Source: an optimization exercise on an open RTL-to-GDS flow (aim: small area, a short achievable clock period and few clock cycles per item). Production flows keep margins and buffers that such runs may drop.
Where RTL was checked, it was by simulation tests only, not by an equivalence proof against the original.
The RTL of runs 1, 2 and 6 was laid out without a check of its function.
Power is estimated from default activity; no workload was simulated.

--- flow/run.sh ---
#!/bin/bash
# synth_recipe.tcl (not shown) runs the flow's synth.tcl, then flattens the netlist and writes it again
# the make line also repeats each setting of config.mk as NAME=value (left out here)
make -C /OpenROAD-flow-scripts/flow DESIGN_CONFIG=/design/flow/config.mk WORK_HOME=/design/flow/orfs CLKGATE_MAP_FILE= SYNTH_SCRIPT=/design/flow/synth_recipe.tcl finish
--- flow/config.mk ---
export PLATFORM = sky130hd
export DESIGN_NAME = multi_page_shelf_rect_allocator
export DESIGN_NICKNAME = multi_page_shelf_rect_allocator
export VERILOG_FILES = /design/flow/design.v
export SDC_FILE = /design/flow/constraint.sdc
export NUM_CORES = 4
export LEC_CHECK = 0
export CAP_MARGIN = 20
export CORE_MARGIN = 2
export CORE_UTILIZATION = 40
export SLEW_MARGIN = 20
--- flow/constraint.sdc ---
create_clock -name core_clock -period 10.0 [get_ports {clock}]
set_input_delay 2.0000 -clock core_clock [delete_from_list [all_inputs] [get_ports {clock}]]
set_output_delay 2.0000 -clock core_clock [all_outputs]
set_load 0.01 [all_outputs]
--- flow/design.v ---
package mpsra_pkg;
   localparam int DIM_W = 11;
   localparam int RECT_W = 11;
   localparam int PSUM_W = 12;
   localparam int POS_W = 10;
   localparam int PIDX_W = 3;
   localparam int TOTAL_W = 24;
   localparam int AREA_W = 2 * DIM_W - 1;
   localparam logic [1:0] STATUS_PLACED = 2'd0;
   localparam logic [1:0] STATUS_EMPTY = 2'd1;
   localparam logic [1:0] STATUS_TOO_BIG = 2'd2;
   localparam logic [1:0] STATUS_FULL = 2'd3;
endpackage
module mpsra_cell #(
   parameter int PAGE_SIZE = 1024
) (
   input  logic                          clock,
   input  logic                          reset,
   input  logic [mpsra_pkg::DIM_W-1:0]   pw,
   input  logic [mpsra_pkg::DIM_W-1:0]   ph,
   input  logic                          keep,
   input  logic                          load,
   input  logic [mpsra_pkg::DIM_W-1:0]   load_x,
   input  logic [mpsra_pkg::DIM_W-1:0]   load_t,
   input  logic [mpsra_pkg::DIM_W-1:0]   load_b,
   output logic                          fit,
   output logic [mpsra_pkg::DIM_W-1:0]   room_x0,
   output logic [mpsra_pkg::DIM_W-1:0]   room_t0,
   output logic [mpsra_pkg::DIM_W-1:0]   room_b
);
   localparam int CW = mpsra_pkg::DIM_W;
   localparam logic [CW-1:0] FULL = CW'(PAGE_SIZE);
   function automatic logic le(input logic [CW-1:0] a, input logic [CW-1:0] b);
      le = 1'b1;
      for (int i = 0; i < CW; i++) begin
         if (a[i] != b[i]) le = b[i];
      end
   endfunction
   logic [CW-1:0] room_x_ff, room_t_ff, room_b_ff;
   logic          shelf_ok;
   always_comb begin
      shelf_ok = le(pw, room_x_ff);
      room_x0 = shelf_ok ? room_x_ff : FULL;
      room_t0 = shelf_ok ? room_t_ff : room_b_ff;
      fit = shelf_ok ? le(ph, room_t_ff) : le(ph, room_b_ff);
   end
   assign room_b = room_b_ff;
   always_ff @(posedge clock) begin
      if (reset) begin
         room_x_ff <= FULL;
         room_t_ff <= FULL;
         room_b_ff <= FULL;
      end else if (load) begin
         room_x_ff <= load_x;
         room_t_ff <= load_t;
         room_b_ff <= load_b;
      end else if (keep) begin
         room_x_ff <= room_x0;
         room_t_ff <= room_t0;
      end
   end
endmodule
module multi_page_shelf_rect_allocator #(
   parameter int PAGE_SIZE = 1024,
   parameter int MAX_PAGES = 8
) (
   input  logic        clock,
   input  logic        reset,
   input  logic        req_tvalid,
   output logic        req_tready,
   input  logic [23:0] req_tdata,
   output logic        rsp_tvalid,
   input  logic        rsp_tready,
   output logic [47:0] rsp_tdata,
   output logic [1:0]  rsp_tuser,
   input  logic        csr_tvalid,
   output logic        csr_tready,
   input  logic [7:0]  csr_tdata
);
   localparam int DW = mpsra_pkg::DIM_W;
   localparam int RW = mpsra_pkg::RECT_W;
   localparam int SW = mpsra_pkg::PSUM_W;
   localparam int PW = mpsra_pkg::POS_W;
   localparam int IW = mpsra_pkg::PIDX_W;
   localparam int TW = mpsra_pkg::TOTAL_W;
   localparam int AW = mpsra_pkg::AREA_W;
   localparam logic [SW:0] LIMIT = (SW + 1)'(PAGE_SIZE);
   localparam logic [DW-1:0] FULL = DW'(PAGE_SIZE);
   function automatic logic le(input logic [DW-1:0] a, input logic [DW-1:0] b);
      le = 1'b1;
      for (int i = 0; i < DW; i++) begin
         if (a[i] != b[i]) le = b[i];
      end
   endfunction
   function automatic logic le3(input logic [DW-1:0] a, input logic [DW-1:0] b,
                                input logic [DW-1:0] c);
      logic [DW+1:0] x, y, z, s, k, d;
      x = {2'b00, c};
      y = ~{2'b00, a};
      z = ~{2'b00, b};
      s = x ^ y ^ z;
      k = {(x[DW:0] & y[DW:0]) | (x[DW:0] & z[DW:0]) | (y[DW:0] & z[DW:0]), 1'b0};
      d = s + k + (DW + 2)'(2);
      le3 = !d[DW+1];
   endfunction
   logic [3:0] pad_ff;
   logic       adv;
   logic          v1_ff;
   logic [DW-1:0] pw1_ff, ph1_ff;
   logic [1:0]    cls1_ff;
   logic [RW-1:0] req_w, req_h;
   logic [SW-1:0] pw_sum, ph_sum;
   logic          empty, too_big;
   logic [MAX_PAGES-1:0] pend_ff;
   logic [DW-1:0]        sx_ff, st_ff, sb_ff, sw_ff, sh_ff;
   logic          ov_ff;
   logic [TW-1:0] acc_ff, total;
   logic [AW-1:0] oa_ff;
   logic [1:0]    ost_ff;
   logic          oplaced;
   logic                   go, placed, pend_any;
   logic [MAX_PAGES-1:0]   fit, fit_cell, tried, sel, keep, load;
   logic [DW-1:0]          room_x0 [MAX_PAGES];
   logic [DW-1:0]          room_t0 [MAX_PAGES];
   logic [DW-1:0]          room_b [MAX_PAGES];
   logic [DW-1:0]          rx_sel, rt_sel, rb_sel;
   logic [1:0]             st_sel;
   logic [AW-1:0]          n_area;
   logic [DW-1:0]          p_room_x, p_room_t, p_room_b;
   logic [DW:0]            p_sum;
   logic                   p_taller;
   logic                   p_shelf_ok, p_fit;
   logic [DW-1:0]          p_room_x0, p_room_t0;
   logic                   p_tried;
   assign adv = !ov_ff || rsp_tready;
   assign req_tready = adv;
   assign csr_tready = 1'b1;
   always_ff @(posedge clock) begin
      if (reset) begin
         pad_ff <= 4'd1;
      end else if (csr_tvalid) begin
         pad_ff <= csr_tdata[3:0];
      end
   end
   always_comb begin
      req_w = req_tdata[RW-1:0];
      req_h = req_tdata[2*RW-1:RW];
      pw_sum = SW'(req_w) + SW'({pad_ff, 1'b0});
      ph_sum = SW'(req_h) + SW'({pad_ff, 1'b0});
      empty = (req_w == '0) || (req_h == '0);
      too_big = ({1'b0, pw_sum} > LIMIT) || ({1'b0, ph_sum} > LIMIT);
   end
   always_ff @(posedge clock) begin
      if (reset) begin
         v1_ff <= 1'b0;
      end else if (adv) begin
         v1_ff <= req_tvalid;
      end
      if (adv) begin
         pw1_ff <= pw_sum[DW-1:0];
         ph1_ff <= ph_sum[DW-1:0];
         cls1_ff <= empty ? mpsra_pkg::STATUS_EMPTY
                  : too_big ? mpsra_pkg::STATUS_TOO_BIG
                  : mpsra_pkg::STATUS_PLACED;
      end
   end
   always_comb begin
      p_room_x = sx_ff - sw_ff;
      p_room_t = st_ff;
      p_taller = !le3(sh_ff, sb_ff, st_ff);
      p_room_b = p_taller ? st_ff - sh_ff : sb_ff;
   end
   always_comb begin
      p_shelf_ok = le3(pw1_ff, sw_ff, sx_ff);
      p_fit = p_shelf_ok ? le(ph1_ff, st_ff)
                         : (le(ph1_ff, sb_ff) && le3(ph1_ff, sh_ff, st_ff));
      p_room_x0 = p_shelf_ok ? p_room_x : FULL;
      p_room_t0 = p_shelf_ok ? p_room_t : p_room_b;
   end
   assign go = adv && v1_ff && (cls1_ff == mpsra_pkg::STATUS_PLACED);
   assign fit = (fit_cell & ~pend_ff) | (pend_ff & {MAX_PAGES{p_fit}});
   for (genvar gi = 0; gi < MAX_PAGES; gi++) begin : g_page
      if (gi == 0) begin : g_first
         assign tried[gi] = go;
         assign sel[gi] = fit[gi];
      end else begin : g_rest
         assign tried[gi] = go && !(|fit[gi-1:0]);
         assign sel[gi] = fit[gi] && !(|fit[gi-1:0]);
      end
      assign keep[gi] = tried[gi] && !fit[gi];
      assign load[gi] = adv && pend_ff[gi] && !(tried[gi] && fit[gi]);
      mpsra_cell #(
         .PAGE_SIZE(PAGE_SIZE)
      ) u_cell (
         .clock(clock),
         .reset(reset),
         .pw(pw1_ff),
         .ph(ph1_ff),
         .keep(keep[gi]),
         .load(load[gi]),
         .load_x(p_tried ? p_room_x0 : p_room_x),
         .load_t(p_tried ? p_room_t0 : p_room_t),
         .load_b(p_room_b),
         .fit(fit_cell[gi]),
         .room_x0(room_x0[gi]),
         .room_t0(room_t0[gi]),
         .room_b(room_b[gi])
      );
   end
   assign pend_any = |pend_ff;
   assign p_tried = |(pend_ff & tried);
   always_comb begin
      rx_sel = '0;
      rt_sel = '0;
      rb_sel = '0;
      for (int i = 0; i < MAX_PAGES; i++) begin
         if (sel[i] && !pend_ff[i]) begin
            rx_sel = rx_sel | room_x0[i];
            rt_sel = rt_sel | room_t0[i];
            rb_sel = rb_sel | room_b[i];
         end
      end
      if (|(sel & pend_ff)) begin
         rx_sel = rx_sel | p_room_x0;
         rt_sel = rt_sel | p_room_t0;
         rb_sel = rb_sel | p_room_b;
      end
      placed = (cls1_ff == mpsra_pkg::STATUS_PLACED) && (|fit);
      if (cls1_ff != mpsra_pkg::STATUS_PLACED) st_sel = cls1_ff;
      else if (|fit) st_sel = mpsra_pkg::STATUS_PLACED;
      else st_sel = mpsra_pkg::STATUS_FULL;
      if (pw1_ff[PW]) n_area = AW'({ph1_ff, {PW{1'b0}}});
      else if (ph1_ff[PW]) n_area = AW'({pw1_ff, {PW{1'b0}}});
      else n_area = AW'(pw1_ff[PW-1:0] * ph1_ff[PW-1:0]);
   end
   always_ff @(posedge clock) begin
      if (reset) begin
         pend_ff <= '0;
      end else if (adv) begin
         pend_ff <= go ? sel : '0;
      end
      if (adv) begin
         sx_ff <= rx_sel;
         st_ff <= rt_sel;
         sb_ff <= rb_sel;
         sw_ff <= pw1_ff;
         sh_ff <= ph1_ff;
      end
   end
   always_ff @(posedge clock) begin
      if (reset) begin
         ov_ff <= 1'b0;
         acc_ff <= '0;
         oa_ff <= '0;
      end else if (adv) begin
         ov_ff <= v1_ff;
         if (v1_ff) begin
            acc_ff <= total;
            oa_ff <= n_area;
         end
      end
      if (adv && v1_ff) begin
         ost_ff <= st_sel;
      end
   end
   logic [PW-1:0] rsp_x, rsp_y;
   logic [IW-1:0] rsp_pg;
   assign oplaced = (ost_ff == mpsra_pkg::STATUS_PLACED);
   assign total = acc_ff + (oplaced ? TW'(oa_ff) : '0);
   always_comb begin
      rsp_x = oplaced ? PW'(pad_ff) - sx_ff[PW-1:0] : '0;
      rsp_y = oplaced ? PW'(pad_ff) - st_ff[PW-1:0] : '0;
      rsp_pg = '0;
      for (int i = 0; i < MAX_PAGES; i++) begin
         if (pend_ff[i]) rsp_pg = rsp_pg | IW'(i);
      end
   end
   assign rsp_tvalid = ov_ff;
   assign rsp_tdata = {1'b0, total, rsp_y, rsp_x, rsp_pg};
   assign rsp_tuser = ost_ff;
endmodule
==> metrics.cfg, run 1 <==
[pwr]
p_int_uw = 4025
seqPwrFrac_pct = 26.0
p_leak_uw = 0.01368
ir_drop_v = 0.0002090
combinationalPowerShare_pct = 46.9
switching_share_pct = 40.92
p_per_area_nw_per_um2 = 196.6
clockPowerShare_pct = 27.1
p_switching_uw = 2787
p_total_uw = 6813

[floorplanning]
die_w_um = 282.6
die_h_um = 282.6
design.die.area_um2 = 79870
fp.coreArea_um2 = 77210
initial_core_util_pct = 40.22
ios = 90
rows = 102

[routing]
wl_per_cell_um = 22.21
met3_length_mm = 8.984
first_iter_violations = 2681
highest_layer = met4
drt-total-wl_mm = 107.1
drcViolationCount = 0
met1_length_mm = 46.05
ant_nets = 0
num_vias = 28822
firstDrtPassIters = 10
viasPerCell = 5.977
met2_length_mm = 48.10

[sta]
fin_hold_ws_ns = 0.4474
slew_headroom_pct = 23.80
maxClockFrequency_ghz = 0.1307
worst_slew_pin_slew_ns = 1.140
tns_ns = 0
period_share_pct = 76.51
layout_min_cycle_time_ns = 7.651
hold_viol = 0
rsz0062_at_grt = no
drv_slew = 0
worst_clock_skew_ns = 0.01814
setup_viol = 0

[synth]
synth_edf_count = 81
synth_top_area_share_pct = 20.82
post-synth-top-count-cell = nand2_1
avgSynthCellArea_um2 = 8.283
async_flop_share_pct = 0
ys_warn_count = 5
synthCells = 3749
ys_ff_latch = 404
synth-seq-area-share_pct = 28.66
synth_common_cells = nand2_1 (384), dfxtp_1 (323), nor2_1 (315)
synth_area_leader_cell = dfxtp_1
synthFlopType = dfxtp_1
ys_types = 100
synth.net_count = 4066
yosys-top-cells-area = dfxtp_1 (21%), edfxtp_1 (7.8%), ha_1 (7.3%)
syn_area_um2 = 31050

[global_route]
grt_usage_pct = 26.49
grt_max_degree = 81
grt_antenna_before_repair = 2
grt_remaining_overflow = 0
grt_pass1_wl_mm = 163.5
grt_pass1_vias = 27211

[critical_path]
critPathMaxStageDelay_ns = 0.82
crit_slowest_cell = nor2_2
path_buf_inv = 2
crit_top_cell = o21ai_0
crit_type = flip-flop to output port
crit_fanout = 17
end_kind = output port
cp_data_required_time_ns = 8.00
cp-startpoint = ost_ff[1]
cp_data_arrival_time_ns = 5.65
cp_top_family = compound AO/OA/AOI/OAI gates
critPathLaunchType = flip-flop
crit-reg2reg-launch = pw1_ff[2]
path_cells = nor2_2, and2_1, ha_1, inv_1, fa_1, nor2b_1, o21ai_0, a21boi_0, o21ai_0, a21boi_0, o21ai_0, o2111ai_1, nand4_1, a31oi_1, a21o_1, nand2_1, xnor2_1, clkdlybuf4s50_1

[clocking]
hold_buffers = 0
cts-htree-levels = 2
clk_pin_slew_ns = 0.06
clk_latency_ns = 0.61
clockRootBuffer = clkbuf_16
cts_tree = yes
cts-resized-gates = 0
cts_setup_buffers = 0
cts_buffer_depth = 3
cts_sinks = 404
cts_buffers = 49

[hold_path]
hold_class = flip-flop to flip-flop
min_from = oa_ff[20]

[outcome]
status = complete, no violations

[placement]
gp_congestion = 0.9710
io_buffer_count = 81
detailed_place_hpwl_mm = 80.78

[flow_run]
cap_violations = 0

[layout]
nets = 4057
layout-drive-gt1-share_pct = 7.882
syn_to_final_growth_pct = 11.59
nFillCells = 7670

-- worst paths after layout --
kind | end | slack [ns] | cells after the start
min | oa_ff[20] | 0.45 | 2
max | rsp_tdata[45] | 2.35 | 18
max reg2reg | g_page[6].u_cell.room_x_ff[10] | 2.97 | 21
min reg2reg | oa_ff[20] | 0.45 | 2
-- layer usage --
metal  vias up  track usage [%]
met1     13865            35.86
li1      13541                -
met4         0            9.958
met5         -                0
met2      1224            42.72
met3       192            3.816
-- cells by family after synthesis --
group	count (synthesis)	synth area share, %
AOI/OAI and AO/OA	1012	23.09
xor gates and xnor gates	78	2.200
adders and majority gates	325	15.15
buffers and inverters	556	6.987
DFF	404	28.66
muxes	156	5.270
other	2	0.02419
and+or+nand+nor	1216	18.63
-- power by group through the flow --
stage | combinational, µW | clock [µW] | sequential, µW
floorplan | 2280 | 0 | 1800
global placement | 3120 | 0 | 1810
detailed placement | 3150 | 0 | 1810
CTS | 3170 | 1870 | 1770
global route | 3580 | 1930 | 1780
finish | 3200 | 1840 | 1770
-- sequential cells by signal (all words and copies together), names as in the netlist --
name,count
acc_ff,24
cls1_ff,2
g_page.u_cell.room_b_ff,88
g_page.u_cell.room_t_ff,88
g_page.u_cell.room_x_ff,88
oa_ff,21
ost_ff,2
ov_ff,1
pad_ff,4
pend_ff,8
ph1_ff,11
pw1_ff,11
sb_ff,11
sh_ff,11
st_ff,11
sw_ff,11
sx_ff,11
v1_ff,1
-- layout make-up --
type | instances | area [µm²] | share of cell area, %
clock buffers | 74 | 1484 | 4.282
clock inverters | 18 | 146.4 | 0.4225
diodes | 1 | 2.502 | 0.007222
flip-flops and latches | 404 | 8899 | 25.68
repair buffers | 173 | 1503 | 4.337
well taps | 1040 | 1301 | 3.755
inverters | 323 | 1215 | 3.506
multi-input cells | 2789 | 20100 | 58.01
-- cells in the final DEF, fill, tap and decap left out, types with 75 or more instances in the layout --
cell               n
nand2b_1         110
clkdlybuf4s50_1   80
inv_1            311
a211oi_1          75
o22ai_1           88
o21ai_0          124
nor2_1           313
nand2_1          383
nand3_1          126
edfxtp_1          81
fa_1              99
a21oi_1          214
ha_1             181
dfxtp_1          323
buf_4             92
mux2i_1           98
-- worst reg2reg max path: cells and delay by family, from the launching register on --
kind                     cells  cell delay (ns)
AO/OA/AOI/OAI               10             3.30
adder cells (fa/ha/maj)      3             0.94
buffers and inverters        6             1.97
flip-flops                   1             0.35
AND/OR/NAND/NOR              2             0.37
-- metrics by stage --
step | std cells | area [µm²] | utilization [%] | setup slack [ns]
2_1_floorplan | 3749 | 31050 | - | 3.113
3_3_place_gp | 4729 | 33010 | 42.76 | 3.010
3_5_place_dp | 4729 | 33020 | 42.76 | 2.974
4_1_cts | 4821 | 34650 | 44.88 | 2.301
5_1_grt | 4821 | 34650 | 44.88 | 1.873
6_report | 4822 | 34650 | 44.88 | 2.349
==> run 2: changes to the inputs <==
--- a/flow/design.v
+++ b/flow/design.v
@@ -96,11 +96,11 @@
                                 input logic [DW-1:0] c);
       logic [DW+1:0] x, y, z, s, k, d;
-      x = {2'b00, c};
-      y = ~{2'b00, a};
-      z = ~{2'b00, b};
+      x = {2'b00, a};
+      y = {2'b00, b};
+      z = ~{2'b00, c};
       s = x ^ y ^ z;
       k = {(x[DW:0] & y[DW:0]) | (x[DW:0] & z[DW:0]) | (y[DW:0] & z[DW:0]), 1'b0};
-      d = s + k + (DW + 2)'(2);
-      le3 = !d[DW+1];
+      d = s + k;
+      le3 = d[DW+1];
    endfunction
    logic [3:0] pad_ff;
@@ -116,5 +116,6 @@
    logic          ov_ff;
    logic [TW-1:0] acc_ff, total;
-   logic [AW-1:0] oa_ff;
+   logic [PW+HW-1:0] olo_ff;
+   logic [DW+HW-1:0] ohi_ff;
    logic [1:0]    ost_ff;
    logic          oplaced;
@@ -126,5 +127,7 @@
    logic [DW-1:0]          rx_sel, rt_sel, rb_sel;
    logic [1:0]             st_sel;
-   logic [AW-1:0]          n_area;
+   localparam int HW = PW / 2;
+   logic [PW+HW-1:0]       n_lo;
+   logic [DW+HW-1:0]       n_hi;
    logic [DW-1:0]          p_room_x, p_room_t, p_room_b;
    logic [DW:0]            p_sum;
@@ -230,7 +233,8 @@
       else if (|fit) st_sel = mpsra_pkg::STATUS_PLACED;
       else st_sel = mpsra_pkg::STATUS_FULL;
-      if (pw1_ff[PW]) n_area = AW'({ph1_ff, {PW{1'b0}}});
-      else if (ph1_ff[PW]) n_area = AW'({pw1_ff, {PW{1'b0}}});
-      else n_area = AW'(pw1_ff[PW-1:0] * ph1_ff[PW-1:0]);
+      n_lo = pw1_ff[PW-1:0] * ph1_ff[HW-1:0];
+      if (pw1_ff[PW]) n_hi = {ph1_ff, {HW{1'b0}}};
+      else if (ph1_ff[PW]) n_hi = {pw1_ff, {HW{1'b0}}};
+      else n_hi = (DW + HW)'(pw1_ff[PW-1:0] * ph1_ff[PW-1:HW]);
    end
    always_ff @(posedge clock) begin
@@ -252,10 +256,12 @@
          ov_ff <= 1'b0;
          acc_ff <= '0;
-         oa_ff <= '0;
+         olo_ff <= '0;
+         ohi_ff <= '0;
       end else if (adv) begin
          ov_ff <= v1_ff;
          if (v1_ff) begin
             acc_ff <= total;
-            oa_ff <= n_area;
+            olo_ff <= n_lo;
+            ohi_ff <= n_hi;
          end
       end
@@ -267,5 +273,6 @@
    logic [IW-1:0] rsp_pg;
    assign oplaced = (ost_ff == mpsra_pkg::STATUS_PLACED);
-   assign total = acc_ff + (oplaced ? TW'(oa_ff) : '0);
+   assign total = acc_ff + (oplaced ? TW'(olo_ff) : '0)
+                  + (oplaced ? TW'({ohi_ff, {HW{1'b0}}}) : '0);
    always_comb begin
       rsp_x = oplaced ? PW'(pad_ff) - sx_ff[PW-1:0] : '0;
--- a/flow/config.mk
+++ b/flow/config.mk
@@ -9,3 +9,4 @@
 export CORE_MARGIN = 2
 export CORE_UTILIZATION = 40
+export SETUP_SLACK_MARGIN = 4
 export SLEW_MARGIN = 20
==> run 2 against run 1 <==
Compared with the run above: still clean on timing, DRC and antenna; flip-flop and latch count is 10 higher; global-route usage is 1.8 points higher; clock power is 8% higher; setup slack better by 1.5 ns; area after synthesis is 0.73% lower; via count is 0.90% higher; register-to-register slack better by 1.2 ns.
==> metrics.cfg, run 2 <==
[layout]
top_regs = g_page.u_cell.room_b_ff x88, g_page.u_cell.room_t_ff x88, g_page.u_cell.room_x_ff x88
nets = 4038  ; -0.47%
stdcell_count = 4819  ; -0.062%
syn_to_final_growth_pct = 13.42
layout-drive-gt1-share_pct = 10.30  ; +2.4 points
final_cell_mix = nand2_1 (400), inv_1 (338), dfxtp_1 (333), nor2_1 (310), a21oi_1 (250)
final_common_cell = nand2_1
nFillCells = 7538  ; -1.7%

[sta]
slew_headroom_pct = 20.52  ; -3.3 points
worst_slew_pin_slew_ns = 1.190  ; +0.04964 ns
maxClockFrequency_ghz = 0.1635  ; +25%
rsz0062_at_grt = yes
tns_ns = 0  ; unchanged
setup_viol = 0  ; unchanged
layout_min_cycle_time_ns = 6.115  ; -1.536 ns
worst_clock_skew_ns = 0.03456  ; +0.01642 ns
fin_hold_ws_ns = 0.4466  ; -0.0007550 ns
period_share_pct = 61.15  ; -15 points
fin_ws_ns = 3.885  ; +1.536 ns
drv_slew = 0  ; unchanged
hold_viol = 0  ; unchanged

[clocking]
clk_latency_ns = 0.63  ; +0.02 ns
cts_buffer_depth = 3  ; unchanged
hold_buffers = 0  ; unchanged
cts-htree-levels = 2  ; unchanged
clockRootBuffer = clkbuf_16
cts_tree = yes
cts_sinks = 414  ; +2.5%
clk_pin_slew_ns = 0.06  ; about the same
cts_buffers = 53  ; +8.2%

[routing]
num_vias = 29080  ; +0.90%
viasPerCell = 6.034  ; +0.96%
drcViolationCount = 0  ; unchanged
wl_per_cell_um = 23.58  ; +6.2%
first_iter_violations = 3163  ; +18%
drt-total-wl_mm = 113.6  ; +6.1%
ant_nets = 0  ; unchanged
firstDrtPassIters = 9  ; -1

[synth]
ys_warn_count = 5  ; unchanged
synth_edf_count = 81  ; unchanged
synth-seq-area-share_pct = 29.52  ; +0.86 points
synthCells = 3740  ; -0.24%
synth_area_leader_cell = dfxtp_1
synthFlopType = dfxtp_1
post-synth-top-count-cell = nand2_1
ys_types = 109  ; +9.0%
synth_common_cells = nand2_1 (402), inv_1 (341), dfxtp_1 (333)
avgSynthCellArea_um2 = 8.243  ; -0.49%
syn_area_um2 = 30830  ; -0.73%
async_flop_share_pct = 0  ; unchanged
synth.net_count = 4035  ; -0.76%
ys_ff_latch = 414  ; +2.5%
yosys-top-cells-area = dfxtp_1 (22%), edfxtp_1 (7.9%), ha_1 (6.6%)
synth_top_area_share_pct = 21.63  ; +0.80 points

[critical_path]
r2r_cells = 15  ; -29%
crit_type = flip-flop to output port
cp_data_required_time_ns = 8.00  ; about the same
end_kind = output port
critPathLaunchType = flip-flop
cp_data_arrival_time_ns = 4.12  ; -1.53 ns
crit_fanout = 11  ; -6
r2r_slack_ns = 4.14  ; +1.17 ns

[floorplanning]
initial_core_util_pct = 40.52  ; +0.30 points
fp.coreArea_um2 = 76080  ; -1.5%
die_h_um = 281.6  ; -0.36%
rows = 101  ; -0.98%
die_w_um = 281.6  ; -0.36%
ios = 90  ; unchanged
design.die.area_um2 = 79300  ; -0.71%

[outcome]
status = complete, no violations

[pwr]
ir_drop_v = 0.0001111  ; -47%
p_per_area_nw_per_um2 = 170.6  ; -13%
p_leak_uw = 0.01358  ; -0.76%
p_total_uw = 5966  ; -12%

[global_route]
grt_pass1_wl_mm = 170.9  ; +4.5%
grt_usage_pct = 28.28  ; +1.8 points
grt_remaining_overflow = 0  ; unchanged
grt_max_degree = 81  ; unchanged
grt_antenna_before_repair = 1  ; -1
grt_pass1_vias = 27154  ; -0.21%

[hold_path]
hold_path_depth = 2  ; unchanged
hold_class = flip-flop to flip-flop

[placement]
detailed_place_hpwl_mm = 81.76  ; +1.2%
dp_worst_setup_slack_ns = 3.111  ; +0.1366 ns
gp_congestion = 0.9576  ; -1.4%
dp_cells = 4692  ; -0.78%
io_buffer_count = 81  ; unchanged

[flow_run]
cap_violations = 0  ; unchanged

==> run 2: cell type report <==
type	instances	area (µm²)	area share (%)
diodes	1	2.502	0.007157
clock buffers	66	1469	4.201
clock inverters	34	315.3	0.9018
inverters	354	1344	3.843
multi-input cells	2724	19740	56.44
flip-flops and latches	414	9099	26.02
well taps	1030	1289	3.686
repair buffers	196	1712	4.895
==> run 2: what timing repair did <==
item                                    in CTS  in global routing
pin swaps                                   19                 11
cloned                                       1                  0
resized for setup                           81                 30
endpoints found under the setup margin     238                111
buffers inserted                            14                 10
==> run 2: cell families after synthesis <==
kind of cell,count (synthesis),share of synthesized area (%)
buffers and inverters,602,7.821
XOR/XNOR,82,2.330
other,2,0.02436
adder cells (fa/ha/maj),309,14.45
multiplexers,116,4.010
AO/OA/AOI/OAI,1070,24.33
AND/OR/NAND/NOR,1145,17.52
flip-flops,414,29.52
==> run 2: through the flow <==
step	util, %	instance area [µm²]
after floorplan	-	30830
after global placement	42.84	32590
after detailed placement	42.84	32590
after CTS	45.71	34780
after global routing	45.96	34960
final	45.96	34960
==> run 2: path summary, 6_finish.rpt <==
kind	start	end
min reg2reg	olo_ff[0]	olo_ff[0]
min	olo_ff[0]	olo_ff[0]
max	ost_ff[1]	rsp_tdata[46]
max reg2reg	st_ff[7]	st_ff[10]
==> run 2: per-layer routing <==
metal | global-route usage (%) | up-vias | wire length [µm]
met2 | 42.88 | 1490 | 48740
met1 | 39.26 | 13974 | 49040
met5 | 0 | - | 0
met3 | 5.055 | 251 | 10850
li1 | - | 13365 | -
met4 | 12.41 | 0 | 4999
==> run 2: worst max-delay path, stage by stage (launching register included) <==
cell and delay (ns):
edfxtp_1 0.42, nor2_4 0.16, buf_12 0.14, and2_1 0.13, ha_1 0.22, ha_2 0.19
fa_2 0.36, a21o_1 0.18, a21oi_2 0.17, nand2b_4 0.16, a2111o_1 0.22, a31oi_4 0.12
a41o_1 0.25, nand2_1 0.09, a211oi_2 0.07, and2_4 0.18, o21ai_4 0.16, xnor2_1 0.12
buf_2 0.14
==> run 2: where the power goes <==
group	leakage (µW)	internal [µW]	switching [µW]	total (µW)
logic	0.00913	777	1370	2150
registers	0.00357	1770	65.5	1840
clock network	0.000872	1170	811	1980
total	0.0136	3720	2250	5970
==> run 3: changes to the inputs <==
--- a/flow/design.v
+++ b/flow/design.v
@@ -119,5 +119,4 @@
    logic [DW+HW-1:0] ohi_ff;
    logic [1:0]    ost_ff;
-   logic          oplaced;
    logic                   go, placed, pend_any;
    logic [MAX_PAGES-1:0]   fit, fit_cell, tried, sel, keep, load;
@@ -245,6 +244,6 @@
       end
       if (adv) begin
-         sx_ff <= rx_sel;
-         st_ff <= rt_sel;
+         sx_ff <= placed ? rx_sel : DW'(pad_ff);
+         st_ff <= placed ? rt_sel : DW'(pad_ff);
          sb_ff <= rb_sel;
          sw_ff <= pw1_ff;
@@ -262,6 +261,6 @@
          if (v1_ff) begin
             acc_ff <= total;
-            olo_ff <= n_lo;
-            ohi_ff <= n_hi;
+            olo_ff <= placed ? n_lo : '0;
+            ohi_ff <= placed ? n_hi : '0;
          end
       end
@@ -272,10 +271,8 @@
    logic [PW-1:0] rsp_x, rsp_y;
    logic [IW-1:0] rsp_pg;
-   assign oplaced = (ost_ff == mpsra_pkg::STATUS_PLACED);
-   assign total = acc_ff + (oplaced ? TW'(olo_ff) : '0)
-                  + (oplaced ? TW'({ohi_ff, {HW{1'b0}}}) : '0);
-   always_comb begin
-      rsp_x = oplaced ? PW'(pad_ff) - sx_ff[PW-1:0] : '0;
-      rsp_y = oplaced ? PW'(pad_ff) - st_ff[PW-1:0] : '0;
+   assign total = acc_ff + TW'(olo_ff) + TW'({ohi_ff, {HW{1'b0}}});
+   always_comb begin
+      rsp_x = PW'(pad_ff) - sx_ff[PW-1:0];
+      rsp_y = PW'(pad_ff) - st_ff[PW-1:0];
       rsp_pg = '0;
       for (int i = 0; i < MAX_PAGES; i++) begin
--- a/flow/config.mk
+++ b/flow/config.mk
@@ -9,4 +9,4 @@
 export CORE_MARGIN = 2
 export CORE_UTILIZATION = 40
-export SETUP_SLACK_MARGIN = 4
+export SETUP_SLACK_MARGIN = 5
 export SLEW_MARGIN = 20
==> run 3 against run 2 <==
Compared with the run above: largest cell class unchanged; non-clock buffer count rose by 109; die area fell by 0.16%; sequential share of layout area fell by 1.1 points; still clean on timing, DRC and antenna; setup slack improved by 0.43 ns; first-iteration DRC count rose by 7.7%; clock power barely moved; flip-flop and latch count did not move; hold slack improved by 0.012 ns; cell count rose by 1.2%; area after synthesis fell by 0.17%; critical endpoint unchanged; core utilization rose by 2.2 points.
==> metrics.cfg, run 3 <==
[clocking]
cts_buffer_depth = 3  ; unchanged
cts_sinks = 414  ; unchanged
clk_pin_slew_ns = 0.06  ; about the same
hold_buffers = 0  ; unchanged
cts_tree = yes
clk_latency_ns = 0.62  ; about the same
cts_buffers = 48  ; -9.4%
cts-htree-levels = 2  ; unchanged
clockRootBuffer = clkbuf_16

[layout]
layout-drive-gt1-share_pct = 15.48  ; +5.2 points
nFillCells = 7415  ; -1.6%
syn_to_final_growth_pct = 19.06
final_common_cell = nand2_1
post-route-util_pct = 48.17  ; +2.2 points
final_cell_mix = nand2_1 (327), dfxtp_1 (325), nor2_1 (313), inv_1 (287), a21oi_1 (194)
nets = 4099  ; +1.5%
top_regs = g_page.u_cell.room_b_ff x88, g_page.u_cell.room_t_ff x88, g_page.u_cell.room_x_ff x88

[synth]
ys_ff_latch = 414  ; unchanged
synth_top_area_share_pct = 21.66  ; +0.036 points
synth-seq-area-share_pct = 29.56  ; +0.049 points
synthCells = 3691  ; -1.3%
async_flop_share_pct = 0  ; unchanged
synth.net_count = 3986  ; -1.2%
ys_warn_count = 5  ; unchanged
post-synth-top-count-cell = dfxtp_1
synthFlopType = dfxtp_1
synth_area_leader_cell = dfxtp_1
avgSynthCellArea_um2 = 8.338  ; +1.2%
synth_common_cells = dfxtp_1 (333), nand2_1 (332), nor2_1 (321)
ys_types = 103  ; -5.5%
syn_area_um2 = 30780  ; -0.17%
yosys-top-cells-area = dfxtp_1 (22%), edfxtp_1 (7.9%), ha_1 (6.6%)
synth_edf_count = 81  ; unchanged

[placement]
gp_congestion = 0.9328  ; -2.6%
detailed_place_hpwl_mm = 78.67  ; -3.8%
io_buffer_count = 81  ; unchanged

[hold_path]
hold_class = flip-flop to flip-flop
min_from = olo_ff[0]
hold_path_depth = 2  ; unchanged
hold_end = olo_ff[0]

[pwr]
p_per_area_nw_per_um2 = 165.9  ; -2.8%
p_leak_uw = 0.01409  ; +3.8%
ir_drop_v = 0.0001130  ; +1.7%

[sta]
period_share_pct = 56.81  ; -4.3 points
rsz0062_at_grt = yes
slew_headroom_pct = 28.55  ; +8.0 points
drv_slew = 0  ; unchanged
tns_ns = 0  ; unchanged
worst_clock_skew_ns = 0.01896  ; -0.01560 ns
hold_viol = 0  ; unchanged
worst_slew_pin_slew_ns = 1.064  ; -0.1257 ns
layout_min_cycle_time_ns = 5.681  ; -0.4337 ns
maxClockFrequency_ghz = 0.1760  ; +7.6%
setup_viol = 0  ; unchanged

[global_route]
grt_usage_pct = 28.29  ; about the same
grt_pass1_wl_mm = 172.7  ; +1.0%
grt_max_degree = 86  ; +6.2%
grt_antenna_before_repair = 1  ; unchanged
grt_remaining_overflow = 0  ; unchanged
grt_pass1_vias = 28053  ; +3.3%

[routing]
firstDrtPassIters = 9  ; unchanged
wl_per_cell_um = 23.86  ; +1.2%
viasPerCell = 6.136  ; +1.7%
drcViolationCount = 0  ; unchanged
ant_nets = 0  ; unchanged
first_iter_violations = 3407  ; +7.7%
drt-total-wl_mm = 116.3  ; +2.4%
num_vias = 29915  ; +2.9%

[critical_path]
crit_fanout = 4  ; -7
r2r_cells = 20  ; +5
crit_type = flip-flop to output port
r2r_slack_ns = 4.97  ; +0.83 ns
cp_data_arrival_time_ns = 3.68  ; -0.44 ns
cp_data_required_time_ns = 8.00  ; about the same
crit-reg2reg-launch = ph1_ff[8]
worstReg2RegEnd = sb_ff[3]
end_kind = output port
critPathLaunchType = flip-flop

[floorplanning]
die_h_um = 281.4  ; about the same
rows = 101  ; unchanged
initial_core_util_pct = 40.45  ; -0.067 points
design.die.area_um2 = 79170  ; -0.16%
fp.coreArea_um2 = 76080  ; unchanged
ios = 90  ; unchanged
die_w_um = 281.4  ; about the same

[outcome]
status = complete, no violations

[flow_run]
cap_violations = 0  ; unchanged

[run 3: cell types whose count changed after synthesis, sizes merged, moves of 33 or more]
| cell | previous run | this run |
|---|---|---|
| nand2 | 404 | 332 |
| nand3 | 61 | 126 |
| a32oi | 13 | 51 |
| a21oi | 268 | 213 |
| or4 | 4 | 37 |
| inv | 349 | 305 |
[run 3: final cells by class]
cell class	count	area, µm²	area share [%]
Sequential cell	414	9116	24.88
Timing Repair Buffer	305	2877	7.850
Antenna cell	1	2.502	0.006829
Clock buffer	71	1404	3.831
Inverter	308	1207	3.295
Clock inverter	19	295.3	0.8058
Tap cell	1030	1289	3.517
Multi-Input combinational cell	2727	20450	55.82
[run 3: timing repair]
item / in CTS / in global routing
pin swaps: 55 / 66
endpoints found under the setup margin: 362 / 206
resized for setup: 227 / 123
buffers inserted: 70 / 61
gates cloned: 9 / 5
[run 3: how the worst max path moves through the flow]
stage | from | endpoint | slack (ns) | cells after the start
global placement | rsp_tready | g_page[1].u_cell.room_t_ff[0] | 2.92 | 16
CTS | olo_ff[1] | rsp_tdata[46] | 4.27 | 16
floorplan | acc_ff[1] | rsp_tdata[46] | 5.01 | 15
finish | acc_ff[1] | rsp_tdata[46] | 4.32 | 16
detailed placement | rsp_tready | g_page[1].u_cell.room_t_ff[0] | 2.92 | 16
global route | acc_ff[1] | rsp_tdata[46] | 4.18 | 16
[run 3: worst max-delay path, cell delays in order (launching register included)]
cell and delay, ns:
dfxtp_2 0.33, ha_4 0.24, ha_4 0.16, fa_2 0.36
a21o_1 0.18, a21oi_2 0.17, nor2b_2 0.07, o21ai_2 0.21
o211ai_1 0.19, a41oi_2 0.21, o21a_1 0.19, o21bai_1 0.07
a21o_1 0.20, a21o_1 0.18, nand2_2 0.07, xnor2_1 0.10
buf_2 0.14
[run 3: routing by layer]
metal / routed length [µm] / vias to the layer above / GRT usage [%]
met5: 0 / - / 0
met2: 51240 / 1482 / 44.11
met4: 4833 / 0 / 11.27
met3: 11340 / 243 / 4.740
met1: 48910 / 14537 / 38.95
li1: - / 13653 / -
[run 3: logic make-up after synthesis]
| kind of cell | count (synthesis) | synth area share (%) |
|---|---|---|
| AND/OR/NAND/NOR | 1187 | 18.62 |
| AO/OA/AOI/OAI | 1018 | 23.27 |
| buffers and inverters | 556 | 7.168 |
| flip-flops | 414 | 29.56 |
| adder cells (fa/ha/maj) | 310 | 14.53 |
| multiplexers | 129 | 4.683 |
| XOR/XNOR | 75 | 2.134 |
| other | 2 | 0.02440 |
[run 3: per-stage QoR]
stage          std cells  total power [µW]  instance area (µm²)  hold slack [ns]  setup slack (ns)
4_1_cts             4808              5917                35600           0.4648             4.266
3_3_place_gp        4639              3839                32550           0.4481             2.920
5_1_grt             4874              6385                36640           0.4796             4.175
6_report            4875              6078                36640           0.4584             4.319
3_5_place_dp        4639              3856                32550           0.4549             2.920
2_1_floorplan       3691              3195                30790           0.4277             5.013
[run 3: power breakdown]
part / leakage, µW / internal [µW] / switching, µW
sequential: 0.00357 / 1760 / 48.7
combinational: 0.00970 / 900 / 1430
clock: 0.000821 / 1160 / 791
Testbench counts of run 3, summed over its fixed seeds: cycles 2,416, items 2,400.
==> run 4: changes to the inputs <==
--- a/flow/config.mk
+++ b/flow/config.mk
@@ -9,4 +9,4 @@
 export CORE_MARGIN = 2
 export CORE_UTILIZATION = 40
-export SETUP_SLACK_MARGIN = 5
+export SETUP_SLACK_MARGIN = 4
 export SLEW_MARGIN = 20
==> run 4 against run 3 <==
Compared with the run above: wire length decreased by 6.5%; critical endpoint is now g_page[2].u_cell.room_x_ff[3]; combinational power shrank 11%; clock skew grew 0.018 ns; still clean; largest power group unchanged; cell count is 2.6% lower.
==> metrics.cfg, run 4 <==
[synth]
yosys-top-cells-area = dfxtp_1 (22%), edfxtp_1 (7.9%), ha_1 (6.6%)
syn_area_um2 = 30780  ; unchanged
ys_ff_latch = 414  ; unchanged
synth-seq-area-share_pct = 29.56  ; unchanged
synth_common_cells = dfxtp_1 (333), nand2_1 (332), nor2_1 (321)
avgSynthCellArea_um2 = 8.338  ; unchanged
synthFlopType = dfxtp_1
async_flop_share_pct = 0  ; unchanged
ys_warn_count = 5  ; unchanged
post-synth-top-count-cell = dfxtp_1
synth_top_area_share_pct = 21.66  ; unchanged
synth.net_count = 3986  ; unchanged
synthCells = 3691  ; unchanged
ys_types = 103  ; unchanged
synth_area_leader_cell = dfxtp_1
synth_edf_count = 81  ; unchanged

[placement]
io_buffer_count = 81  ; unchanged
gp_congestion = 0.9361  ; +0.35%
dp_worst_setup_slack_ns = 3.265  ; +0.3448 ns
detailed_place_hpwl_mm = 77.55  ; -1.4%

[sta]
layout_min_cycle_time_ns = 5.827  ; +0.1458 ns
rsz0062_at_grt = no
setup_viol = 0  ; unchanged
maxClockFrequency_ghz = 0.1716  ; -2.5%
worst_slew_pin_slew_ns = 1.141  ; +0.07666 ns
period_share_pct = 58.27  ; +1.5 points
worst_clock_skew_ns = 0.03652  ; +0.01756 ns
fin_ws_ns = 4.173  ; -0.1458 ns
tns_ns = 0  ; unchanged
slew_headroom_pct = 23.69  ; -4.9 points
fin_hold_ws_ns = 0.4582  ; -0.0001800 ns
hold_viol = 0  ; unchanged
drv_slew = 0  ; unchanged

[clocking]
cts_tree = yes
clk_pin_slew_ns = 0.06  ; about the same
cts_buffers = 49  ; +2.1%
cts-htree-levels = 2  ; unchanged
cts_buffer_depth = 3  ; unchanged
clockRootBuffer = clkbuf_16
cts_sinks = 414  ; unchanged
hold_buffers = 0  ; unchanged
clk_latency_ns = 0.62  ; about the same

[layout]
syn_to_final_growth_pct = 11.95
nets = 3971  ; -3.1%
final_cell_mix = dfxtp_1 (332), nand2_1 (330), nor2_1 (321), inv_1 (299), a21oi_1 (206)
nFillCells = 7572  ; +2.1%
layout-drive-gt1-share_pct = 8.854  ; -6.6 points
multiInputGateArea_um2 = 19650  ; -3.9%
top_regs = g_page.u_cell.room_b_ff x88, g_page.u_cell.room_t_ff x88, g_page.u_cell.room_x_ff x88
final_common_cell = dfxtp_1
n_antenna_cell = 0  ; -1
seq_area_um2 = 9100  ; -0.18%

[critical_path]
r2r_cells = 18  ; -10%
crit_type = input port to flip-flop
end_kind = flip-flop
worstReg2RegEnd = sb_ff[8]
crit_fanout = 64  ; +60
cp_data_required_time_ns = 10.46  ; +2.46 ns
critPathLaunchType = input port
cp_data_arrival_time_ns = 6.29  ; +2.61 ns
r2r_slack_ns = 4.21  ; -0.76 ns
crit-reg2reg-launch = pw1_ff[4]

[global_route]
grt_pass1_vias = 27163  ; -3.2%
grt_max_degree = 97  ; +13%
grt_pass1_wl_mm = 165.0  ; -4.4%
grt_remaining_overflow = 0  ; unchanged
grt_usage_pct = 26.94  ; -1.4 points
grt_antenna_before_repair = 1  ; unchanged

[hold_path]
hold_path_depth = 2  ; unchanged
min_from = acc_ff[20]
hold_class = flip-flop to flip-flop
hold_end = acc_ff[20]

[floorplanning]
die_h_um = 281.4  ; unchanged
die_w_um = 281.4  ; unchanged
design.die.area_um2 = 79170  ; unchanged
initial_core_util_pct = 40.45  ; unchanged
rows = 101  ; unchanged
fp.coreArea_um2 = 76080  ; unchanged
ios = 90  ; unchanged

[routing]
wl_per_cell_um = 22.91  ; -4.0%
ant_nets = 0  ; unchanged
firstDrtPassIters = 7  ; -2
viasPerCell = 6.027  ; -1.8%
num_vias = 28605  ; -4.4%
first_iter_violations = 3038  ; -11%
drcViolationCount = 0  ; unchanged
drt-total-wl_mm = 108.7  ; -6.5%

[pwr]
clockPowerShare_pct = 32.8  ; +0.8 points
p_int_uw = 3636  ; -4.7%
seqPwrFrac_pct = 31.2  ; +1.5 points
p_per_area_nw_per_um2 = 167.7  ; +1.1%
switching_share_pct = 37.06  ; -0.20 points
p_switching_uw = 2141  ; -5.5%
p_leak_uw = 0.01318  ; -6.5%
ir_drop_v = 0.0001179  ; +4.4%
combinationalPowerShare_pct = 35.9  ; -2.4 points

[flow_run]
cap_violations = 0  ; unchanged

[outcome]
status = complete, no violations

[run 4: cell counts after synthesis]
No cell type changed its count.
[run 4: worst max-delay path by stage]
stage	slack, ns	to	startpoint
2_1_floorplan	4.69	req_tready	rsp_tready
3_3_place_gp	3.36	g_page[4].u_cell.room_t_ff[8]	rsp_tready
3_5_place_dp	3.26	g_page[4].u_cell.room_t_ff[8]	rsp_tready
4_1_cts	3.91	rsp_tdata[46]	olo_ff[1]
5_1_grt	3.99	rsp_tdata[46]	olo_ff[1]
6_report	4.17	g_page[2].u_cell.room_x_ff[3]	rsp_tready
[run 4: layout make-up]
| cell class | count | area share [%] |
|---|---|---|
| Multi-Input combinational cell | 2722 | 57.03 |
| Sequential cell | 414 | 26.41 |
| Timing Repair Buffer | 181 | 4.616 |
| Clock buffer | 67 | 4.078 |
| Tap cell | 1030 | 3.741 |
| Inverter | 308 | 3.388 |
| Clock inverter | 24 | 0.7372 |
[run 4: stage by stage]
stage	power, µW	utilization, %	instance area [µm²]	instances
6_report	5776	45.29	34450	4746
3_5_place_dp	3861	42.80	32560	4641
5_1_grt	6077	45.29	34450	4746
2_1_floorplan	3195	-	30780	3691
4_1_cts	5767	45.06	34280	4735
3_3_place_gp	3852	42.80	32560	4641
[run 4: power groups by stage]
stage / Clock, µW / Combinational (µW) / Sequential, µW
final: 1900 / 2080 / 1800
after detailed placement: 0 / 2020 / 1840
after CTS: 1920 / 2040 / 1800
after global placement: 0 / 2010 / 1840
after floorplan: 0 / 1360 / 1830
after global routing: 1980 / 2290 / 1810
[run 4: critical path, cell delays in order]
cell and delay (ns):
clkdlybuf4s50_1 0.46, nor2b_1 0.05, buf_4 0.21, inv_4 0.22
nand2_2 0.09, buf_6 0.25, nor3_1 0.45, o211ai_1 0.31
nor2_1 0.16, buf_4 0.36, nand3_1 0.78, o21ai_1 0.83
a21oi_1 0.09
[run 4: repair_timing]
item                                   4_1_cts  5_1_grt
buffers inserted                             2       10
endpoints found under the hold margin        0        0
setup endpoints to repair                   96      166
pin swaps                                    7       11
gates resized for setup                     16       25
gates cloned                                 1        0
[run 4: cell families after synthesis]
group,synth area share [%]
AOI/OAI and AO/OA,23.27
xor gates and xnor gates,2.134
adders and majority gates,14.53
buffers and inverters,7.168
DFF,29.56
muxes,4.683
other,0.02440
and+or+nand+nor,18.62
[run 4: per-layer routing]
metal  share of wire, %  track usage, %  vias to the layer above
li1                   -               -                    13359
met1                 43           37.29                    13792
met2                 44           42.35                     1260
met3                9.3           4.748                      194
met4                3.3           9.056                        0
met5                  0               0                        -
==> run 5: changes to the inputs <==
--- a/flow/config.mk
+++ b/flow/config.mk
@@ -8,5 +8,8 @@
 export CAP_MARGIN = 20
 export CORE_MARGIN = 2
-export CORE_UTILIZATION = 40
+export CORE_UTILIZATION = 55
+export CTS_BUF_LIST = sky130_fd_sc_hd__clkbuf_8 sky130_fd_sc_hd__clkbuf_16
+export CTS_CLUSTER_DIAMETER = 80
+export CTS_CLUSTER_SIZE = 30
 export SETUP_SLACK_MARGIN = 4
 export SLEW_MARGIN = 20
==> run 5 against run 4 <==
Compared with the run above: combinational power hardly changed; global-route usage grew 10 points; via count is 2.5% higher; flip-flop and latch count unchanged; critical path type is now flip-flop to flip-flop.
==> metrics.cfg, run 5 <==
[outcome]
status = complete, no violations

[clocking]
clk_pin_slew_ns = 0.08  ; +0.02 ns
cts_tree = yes
clockRootBuffer = clkbuf_16
clk_latency_ns = 0.59  ; -0.03 ns
cts-htree-levels = 2  ; unchanged
cts_buffers = 34  ; -31%
cts_buffer_depth = 3  ; unchanged
cts_sinks = 414  ; unchanged

[synth]
yosys-top-cells-area = dfxtp_1 (22%), edfxtp_1 (7.9%), ha_1 (6.6%)
synth_common_cells = dfxtp_1 (333), nand2_1 (332), nor2_1 (321)
synthCells = 3691  ; unchanged
synth-seq-area-share_pct = 29.56  ; unchanged
synth_top_area_share_pct = 21.66  ; unchanged
ys_ff_latch = 414  ; unchanged
ys_types = 103  ; unchanged
avgSynthCellArea_um2 = 8.338  ; unchanged
ys_warn_count = 5  ; unchanged
synth_edf_count = 81  ; unchanged
synth_area_leader_cell = dfxtp_1
post-synth-top-count-cell = dfxtp_1
syn_area_um2 = 30780  ; unchanged
synth.net_count = 3986  ; unchanged
synthFlopType = dfxtp_1
async_flop_share_pct = 0  ; unchanged

[routing]
drcViolationCount = 0  ; unchanged
drt-total-wl_mm = 109.0  ; +0.26%
first_iter_violations = 3536  ; +16%
wl_per_cell_um = 24.60  ; +7.4%
num_vias = 29314  ; +2.5%
firstDrtPassIters = 8  ; +1
ant_nets = 0  ; unchanged
viasPerCell = 6.614  ; +9.7%

[sta]
period_share_pct = 60.70  ; +2.4 points
slew_headroom_pct = 24.12  ; +0.43 points
setup_viol = 0  ; unchanged
drv_slew = 0  ; unchanged
worst_clock_skew_ns = 0.02974  ; -0.006779 ns
hold_viol = 0  ; unchanged
fin_hold_ws_ns = 0.4581  ; -0.0001590 ns
maxClockFrequency_ghz = 0.1647  ; -4.0%
worst_slew_pin_slew_ns = 1.135  ; -0.005314 ns
tns_ns = 0  ; unchanged
layout_min_cycle_time_ns = 6.070  ; +0.2427 ns
rsz0062_at_grt = yes

[layout]
layout-drive-gt1-share_pct = 8.637  ; -0.22 points
final_cell_mix = dfxtp_1 (333), nand2_1 (330), nor2_1 (318), inv_1 (299), a21oi_1 (207)
nets = 3952  ; -0.48%
stdcell_count = 4432  ; -6.6%
final_common_cell = dfxtp_1
fin_area_um2 = 33640  ; -2.4%
syn_to_final_growth_pct = 9.302
top_regs = g_page.u_cell.room_b_ff x88, g_page.u_cell.room_t_ff x88, g_page.u_cell.room_x_ff x88

[global_route]
grt_pass1_vias = 28207  ; +3.8%
grt_antenna_before_repair = 3  ; +2
grt_usage_pct = 37.28  ; +10 points
grt_max_degree = 92  ; -5.2%
grt_pass1_wl_mm = 165.7  ; +0.41%
grt_remaining_overflow = 0  ; unchanged

[floorplanning]
fp.coreArea_um2 = 55200  ; -27%
design.die.area_um2 = 57860  ; -27%
ios = 90  ; unchanged
die_w_um = 240.6  ; -15%
rows = 86  ; -15%
die_h_um = 240.6  ; -15%
initial_core_util_pct = 55.75  ; +15 points

[hold_path]
hold_class = flip-flop to flip-flop

[critical_path]
crit_type = flip-flop to flip-flop
cp_data_required_time_ns = 10.32  ; -0.14 ns
crit_fanout = 11  ; -83%
critPathLaunchType = flip-flop
cp_data_arrival_time_ns = 6.39  ; +0.10 ns
end_kind = flip-flop

[placement]
detailed_place_hpwl_mm = 79.34  ; +2.3%
gp_congestion = 0.9493  ; +1.4%
dp_cells = 4351  ; -6.2%
dpl_cell_area_um2 = 32150  ; -1.3%
io_buffer_count = 81  ; unchanged

[pwr]
p_per_area_nw_per_um2 = 160.9  ; -4.0%
p_leak_uw = 0.01292  ; -2.0%
ir_drop_v = 0.0001760  ; +49%
p_total_uw = 5413  ; -6.3%

[flow_run]
cap_violations = 0  ; unchanged

run 5: cell counts after synthesis:
No cell type changed its count.
run 5: worst paths after layout:
check	startpoint	end	slack, ns	depth (start not counted)
setup reg to reg	ph1_ff[6]	sb_ff[3]	3.93	18
setup / recovery	ph1_ff[6]	sb_ff[3]	3.93	18
hold / removal	olo_ff[0]	olo_ff[0]	0.46	2
hold reg to reg	olo_ff[0]	olo_ff[0]	0.46	2
run 5: final cells by class:
cell class | count | area, µm²
antenna | 2 | 5.005
clock buffer | 36 | 900.9
clock inverter | 25 | 285.3
fill | 4974 | 21560
inverter | 308 | 1174
multi-input combinational | 2721 | 19700
sequential | 414 | 9099
tap | 748 | 935.9
timing repair buffer | 178 | 1544
run 5: per-layer routing:
| layer | share of wire [%] | vias to the layer above | routed length (µm) | GRT usage, % |
|---|---|---|---|---|
| li1 | - | 13305 | - | - |
| met4 | 3.9 | 2 | 4240 | 13.87 |
| met3 | 10 | 257 | 11390 | 6.977 |
| met1 | 41 | 14233 | 45170 | 50.76 |
| met2 | 44 | 1517 | 48210 | 58.95 |
| met5 | 0.0083 | - | 9 | 0 |
run 5: cells by family (layout without fill, tap and decap cells):
kind of cell	after synthesis	in the layout	share of synthesized area [%]
simple gates	1187	1187	18.62
fa+ha+maj	310	310	14.53
other cells	2	4	0.02440
compound gates	1018	1018	23.27
buf+inv	556	547	7.168
mux	129	129	4.683
xor+xnor	75	75	2.134
flops	414	414	29.56
run 5: worst max-delay path: stages, from the launching register on:
cell and delay (ns):
edfxtp_1 0.71, inv_1 0.59, fa_1 0.67, inv_1 0.05
ha_1 0.28, nand2_1 0.07, nand4_1 0.09, o2111ai_1 0.11
o21ai_0 0.12, o31ai_1 0.27, buf_4 0.23, o211ai_1 0.13
o21ai_1 0.39, nor3_2 0.14, buf_4 0.22, a222oi_1 0.66
o221ai_1 0.36, a221o_1 0.38, a221o_1 0.31
run 5: through the flow:
stage          util (%)  worst slack [ns]
6_report          60.94             3.930
5_1_grt           60.93             3.843
3_5_place_dp      58.24             2.638
2_1_floorplan         -             4.691
3_3_place_gp      58.23             2.746
4_1_cts           60.69             4.004
run 5: power by group:
| group | switching (µW) | internal (µW) | total (µW) |
|---|---|---|---|
| Clock | 769 | 746 | 1510 |
| Combinational | 1310 | 767 | 2080 |
| Sequential | 66.8 | 1750 | 1820 |
run 5: what timing repair did:
item / CTS / global route
pin swaps: 7 / 6
buffers inserted: 8 / 10
setup endpoints to repair: 227 / 178
hold buffers: 0 / 0
resized for setup: 30 / 23
==> run 6: changes to the inputs <==
--- a/flow/design.v
+++ b/flow/design.v
@@ -116,6 +116,5 @@
    logic          ov_ff;
    logic [TW-1:0] acc_ff, total;
-   logic [PW+HW-1:0] olo_ff;
-   logic [DW+HW-1:0] ohi_ff;
+   logic [DW+PW-HW-1:0] ohi_ff;
    logic [1:0]    ost_ff;
    logic                   go, placed, pend_any;
@@ -126,7 +125,7 @@
    logic [DW-1:0]          rx_sel, rt_sel, rb_sel;
    logic [1:0]             st_sel;
-   localparam int HW = PW / 2;
+   localparam int HW = 4;
    logic [PW+HW-1:0]       n_lo;
-   logic [DW+HW-1:0]       n_hi;
+   logic [DW+PW-HW-1:0]    n_hi;
    logic [DW-1:0]          p_room_x, p_room_t, p_room_b;
    logic [DW:0]            p_sum;
@@ -233,7 +232,7 @@
       else st_sel = mpsra_pkg::STATUS_FULL;
       n_lo = pw1_ff[PW-1:0] * ph1_ff[HW-1:0];
-      if (pw1_ff[PW]) n_hi = {ph1_ff, {HW{1'b0}}};
-      else if (ph1_ff[PW]) n_hi = {pw1_ff, {HW{1'b0}}};
-      else n_hi = (DW + HW)'(pw1_ff[PW-1:0] * ph1_ff[PW-1:HW]);
+      if (pw1_ff[PW]) n_hi = {ph1_ff, {(PW-HW){1'b0}}};
+      else if (ph1_ff[PW]) n_hi = {pw1_ff, {(PW-HW){1'b0}}};
+      else n_hi = (DW + PW - HW)'(pw1_ff[PW-1:0] * ph1_ff[PW-1:HW]);
    end
    always_ff @(posedge clock) begin
@@ -255,11 +254,9 @@
          ov_ff <= 1'b0;
          acc_ff <= '0;
-         olo_ff <= '0;
          ohi_ff <= '0;
       end else if (adv) begin
          ov_ff <= v1_ff;
          if (v1_ff) begin
-            acc_ff <= total;
-            olo_ff <= placed ? n_lo : '0;
+            acc_ff <= placed ? total + TW'(n_lo) : total;
             ohi_ff <= placed ? n_hi : '0;
          end
@@ -271,5 +268,5 @@
    logic [PW-1:0] rsp_x, rsp_y;
    logic [IW-1:0] rsp_pg;
-   assign total = acc_ff + TW'(olo_ff) + TW'({ohi_ff, {HW{1'b0}}});
+   assign total = acc_ff + TW'({ohi_ff, {HW{1'b0}}});
    always_comb begin
       rsp_x = PW'(pad_ff) - sx_ff[PW-1:0];
--- a/flow/config.mk
+++ b/flow/config.mk
@@ -8,8 +8,5 @@
 export CAP_MARGIN = 20
 export CORE_MARGIN = 2
-export CORE_UTILIZATION = 55
-export CTS_BUF_LIST = sky130_fd_sc_hd__clkbuf_8 sky130_fd_sc_hd__clkbuf_16
-export CTS_CLUSTER_DIAMETER = 80
-export CTS_CLUSTER_SIZE = 30
+export CORE_UTILIZATION = 40
 export SETUP_SLACK_MARGIN = 4
 export SLEW_MARGIN = 20
==> run 6 against run 5 <==
Compared with the run above: die area increased by 38%; non-clock buffer count up 16; flip-flop and latch count down 14; critical endpoint is now req_tready; setup slack improved by 0.17 ns; still clean; area after synthesis up 0.99%; total power increased by 14%; wire length grew 9.7%; via count up 2.8%; critical path type is now input port to output port; core utilization is 15 points lower; largest cell class unchanged.
==> metrics.cfg, run 6 <==
[pwr]
p_switching_uw = 2418  ; +13%
ir_drop_v = 0.0001226  ; -30%
clockPowerShare_pct = 31.5  ; +3.5 points
switching_share_pct = 39.31  ; -0.32 points
p_leak_uw = 0.01352  ; +4.6%
p_int_uw = 3733  ; +14%
combinationalPowerShare_pct = 40.0  ; +1.6 points
p_per_area_nw_per_um2 = 174.8  ; +8.6%
seqPwrFrac_pct = 28.5  ; -5.2 points

[synth]
avgSynthCellArea_um2 = 8.196  ; -1.7%
synthFlopType = dfxtp_1
synth_common_cells = nand2_1 (366), inv_1 (363), dfxtp_1 (319)
syn_area_um2 = 31080  ; +0.99%
ys_ff_latch = 400  ; -3.4%
ys_types = 115  ; +12%
async_flop_share_pct = 0  ; unchanged
synthCells = 3792  ; +2.7%
synth_edf_count = 81  ; unchanged
yosys-top-cells-area = dfxtp_1 (21%), edfxtp_1 (7.8%), fa_1 (6.2%)
post-synth-top-count-cell = nand2_1
ys_warn_count = 5  ; unchanged
synth_area_leader_cell = dfxtp_1
synth-seq-area-share_pct = 28.37  ; -1.2 points
synth_top_area_share_pct = 20.55  ; -1.1 points
synth.net_count = 4076  ; +2.3%

[critical_path]
cp_data_arrival_time_ns = 3.90  ; -2.49 ns
worstReg2RegEnd = sb_ff[7]
end_kind = output port
critPathLaunchType = input port
crit_fanout = 46  ; +35
cp_data_required_time_ns = 8.00  ; -2.32 ns
crit_slowest_cell = clkdlybuf4s50_1
path_cells = clkdlybuf4s50_1, nor2b_1, buf_4, inv_4, clkdlybuf4s50_1
cp_top_family = buffers and inverters
path_buf_inv = 4  ; unchanged
crit-reg2reg-launch = pw1_ff[6]
crit_type = input port to output port
critPathMaxStageDelay_ns = 0.71  ; about the same
r2r_slack_ns = 4.14  ; +0.21 ns
crit_top_cell = clkdlybuf4s50_1
r2r_cells = 17  ; -1
cp.depth = 5  ; -13

[outcome]
status = complete, no violations

[hold_path]
hold_end = ohi_ff[0]
hold_class = flip-flop to flip-flop
min_from = ohi_ff[0]
hold_path_depth = 2  ; unchanged

[sta]
layout_min_cycle_time_ns = 5.896  ; -0.1736 ns
rsz0062_at_grt = no
hold_viol = 0  ; unchanged
setup_viol = 0  ; unchanged
drv_slew = 0  ; unchanged
worst_clock_skew_ns = 0.02917  ; -0.0005756 ns
maxClockFrequency_ghz = 0.1696  ; +2.9%
tns_ns = 0  ; unchanged
slew_headroom_pct = 24.94  ; +0.82 points
worst_slew_pin_slew_ns = 1.122  ; -0.01336 ns
period_share_pct = 58.96  ; -1.7 points

[floorplanning]
die_h_um = 282.8  ; +18%
fp.coreArea_um2 = 77210  ; +40%
ios = 90  ; unchanged
design.die.area_um2 = 79950  ; +38%
initial_core_util_pct = 40.25  ; -15 points
die_w_um = 282.8  ; +18%
rows = 102  ; +19%

[clocking]
hold_buffers = 0  ; unchanged
cts_tree = yes
cts_buffers = 47  ; +38%
cts_buffer_depth = 3  ; unchanged
clockRootBuffer = clkbuf_16
clk_pin_slew_ns = 0.06  ; -0.02 ns
clk_latency_ns = 0.63  ; +0.04 ns
cts_sinks = 400  ; -3.4%
cts-htree-levels = 2  ; unchanged

[routing]
num_vias = 30122  ; +2.8%
viasPerCell = 6.184  ; -6.5%
first_iter_violations = 3396  ; -4.0%
ant_nets = 0  ; unchanged
wl_per_cell_um = 24.55  ; -0.21%
drt-total-wl_mm = 119.6  ; +9.7%
firstDrtPassIters = 7  ; -1
drcViolationCount = 0  ; unchanged

[placement]
io_buffer_count = 81  ; unchanged
detailed_place_hpwl_mm = 86.61  ; +9.2%
dpl_cell_area_um2 = 32740  ; +1.8%
gp_congestion = 0.9773  ; +2.9%

[global_route]
grt_usage_pct = 29.33  ; -7.9 points
grt_remaining_overflow = 0  ; unchanged
grt_pass1_wl_mm = 178.5  ; +7.7%
grt_pass1_vias = 28478  ; +0.96%
grt_max_degree = 65  ; -29%
grt_antenna_before_repair = 2  ; -1

[layout]
final_common_cell = nand2_1
fin_area_um2 = 35190  ; +4.6%
final_cell_mix = nand2_1 (363), inv_1 (360), dfxtp_1 (319), nor2_1 (308), a21oi_1 (223)
syn_to_final_growth_pct = 13.21
layout-drive-gt1-share_pct = 9.402  ; +0.77 points
nets = 4076  ; +3.1%
top_regs = g_page.u_cell.room_b_ff x88, g_page.u_cell.room_t_ff x88, g_page.u_cell.room_x_ff x88
post-route-util_pct = 45.57  ; -15 points

[flow_run]
cap_violations = 0  ; unchanged

## run 6: cell types whose count changed after synthesis, sizes merged, moves of 19 or more
| cell | before | now |
|---|---|---|
| a211oi | 92 | 115 |
| a21o | 21 | 47 |
| a21oi | 213 | 238 |
| a22oi | 37 | 69 |
| inv | 305 | 372 |
| mux2 | 57 | 29 |
| mux2i | 72 | 50 |
| nand2 | 332 | 370 |
| nand3 | 126 | 73 |
| nor3 | 51 | 32 |
| o21ai | 147 | 184 |
| o22ai | 48 | 91 |
| or4 | 37 | 12 |
## run 6: area by class of cell
class,instances,area [µm²]
Antenna cell,2,5.005
Clock buffer,58,1277
Clock inverter,28,407.9
Fill cell,7648,42030
Inverter,377,1430
Multi-Input combinational cell,2772,20110
Sequential cell,400,8818
Tap cell,1040,1301
Timing Repair Buffer,194,1839
## run 6: what timing repair did
action                                  4_1_cts  5_1_grt
pin swaps                                    16        9
cloned                                        1        3
setup buffers                                24        8
endpoints found under the setup margin      265      169
gates resized for setup                      32       49
endpoints found under the hold margin         0        0
## run 6: power by group through the flow
stage	combinational, µW	sequential, µW	clock [µW]
after floorplan	1590	1780	0
after global placement	2320	1790	0
after detailed placement	2340	1790	0
after CTS	2390	1750	1950
after global routing	2680	1760	2010
final	2460	1750	1940
## run 6: kinds of logic after synthesis
family / synth area share, %
AO/OA/AOI/OAI: 28.16
other: 0.02416
adder cells (fa/ha/maj): 13.49
multiplexers: 2.753
flip-flops: 28.37
AND/OR/NAND/NOR: 16.66
XOR/XNOR: 2.395
buffers and inverters: 8.148
## run 6: layer usage
metal	vias to the layer above	GRT usage, %	part of all wire (%)
met5	-	0	0.010
met4	2	11.99	4.5
met3	308	4.545	9.7
met2	1532	45.77	44
met1	14554	40.45	42
li1	13726	-	-
## run 6: worst reg2reg max path, cell delays in order, from the launching register on
cell and delay [ns]:
edfxtp_1 0.34, buf_6 0.24, clkinvlp_4 0.30, fa_1 0.54
inv_1 0.04, ha_1 0.20, a211o_1 0.29, a21oi_1 0.21
o211ai_1 0.23, a221oi_4 0.47, o21ai_1 0.33, a31o_2 0.37
o211ai_1 0.28, nor2_1 0.18, buf_4 0.25, a222oi_1 0.61
nand3_1 0.33, a211o_1 0.37
## run 6: how the worst max path moves through the flow
stage | from | to
after floorplan | rsp_tready | req_tready
after global routing | pw1_ff[6] | st_ff[0]
after CTS | rsp_tready | g_page[4].u_cell.room_x_ff[10]
final | rsp_tready | req_tready
after global placement | ph1_ff[8] | g_page[1].u_cell.room_t_ff[9]
after detailed placement | rsp_tready | g_page[7].u_cell.room_x_ff[5]
## run 6: per-stage QoR
step	hold WS [ns]	total power [µW]	setup slack [ns]	instances
5_1_grt	0.4895	6447	3.977	4869
4_1_cts	0.4591	6093	4.014	4856
6_report	0.4613	6151	4.104	4871
3_3_place_gp	0.4456	4111	2.747	4745
3_5_place_dp	0.4506	4127	2.710	4745
2_1_floorplan	0.4356	3366	4.347	3792

==> what the ideal ports hide <==
The flow's constraints put no driver on any port. The routed layouts listed below were extracted and timed again, unchanged, in two steps.
Step 1 assumes that a clkbuf_16 drives the clock port and a buf_2 every other input.
Step 2 adds t to the input delays and takes it off the output delays; t is the mean of the earliest and latest rising clock arrival at the registers after step 1. Input paths then give back, and output paths get back, about the clock's delay inside the block.
Three values: ideal ports, drivers, drivers and shift; two values: the first two.
| run | shift t [ns] | setup WS [ns] | latest minus earliest clock arrival (ns) |
|---|---|---|---|
| run 1 | 0.663 | 2.349 / 2.286 / 2.949 | 0.018 / 0.018 |
| run 2 | 0.673 | 3.885 / 3.820 / 3.470 | 0.035 / 0.035 |
| run 3 | 0.673 | 4.319 / 4.251 / 4.477 | 0.019 / 0.019 |
| run 4 | 0.670 | 4.173 / 4.123 / 3.545 | 0.037 / 0.037 |
| run 5 | 0.644 | 3.930 / 3.930 / 3.574 | 0.030 / 0.030 |
| run 6 | 0.689 | 4.104 / 4.067 / 3.475 | 0.029 / 0.029 |
After both steps setup and hold are still met in every run listed. For run 6, which loses most, drivers alone change the setup slack by -0.037 ns; drivers and shift together by -0.629 ns.
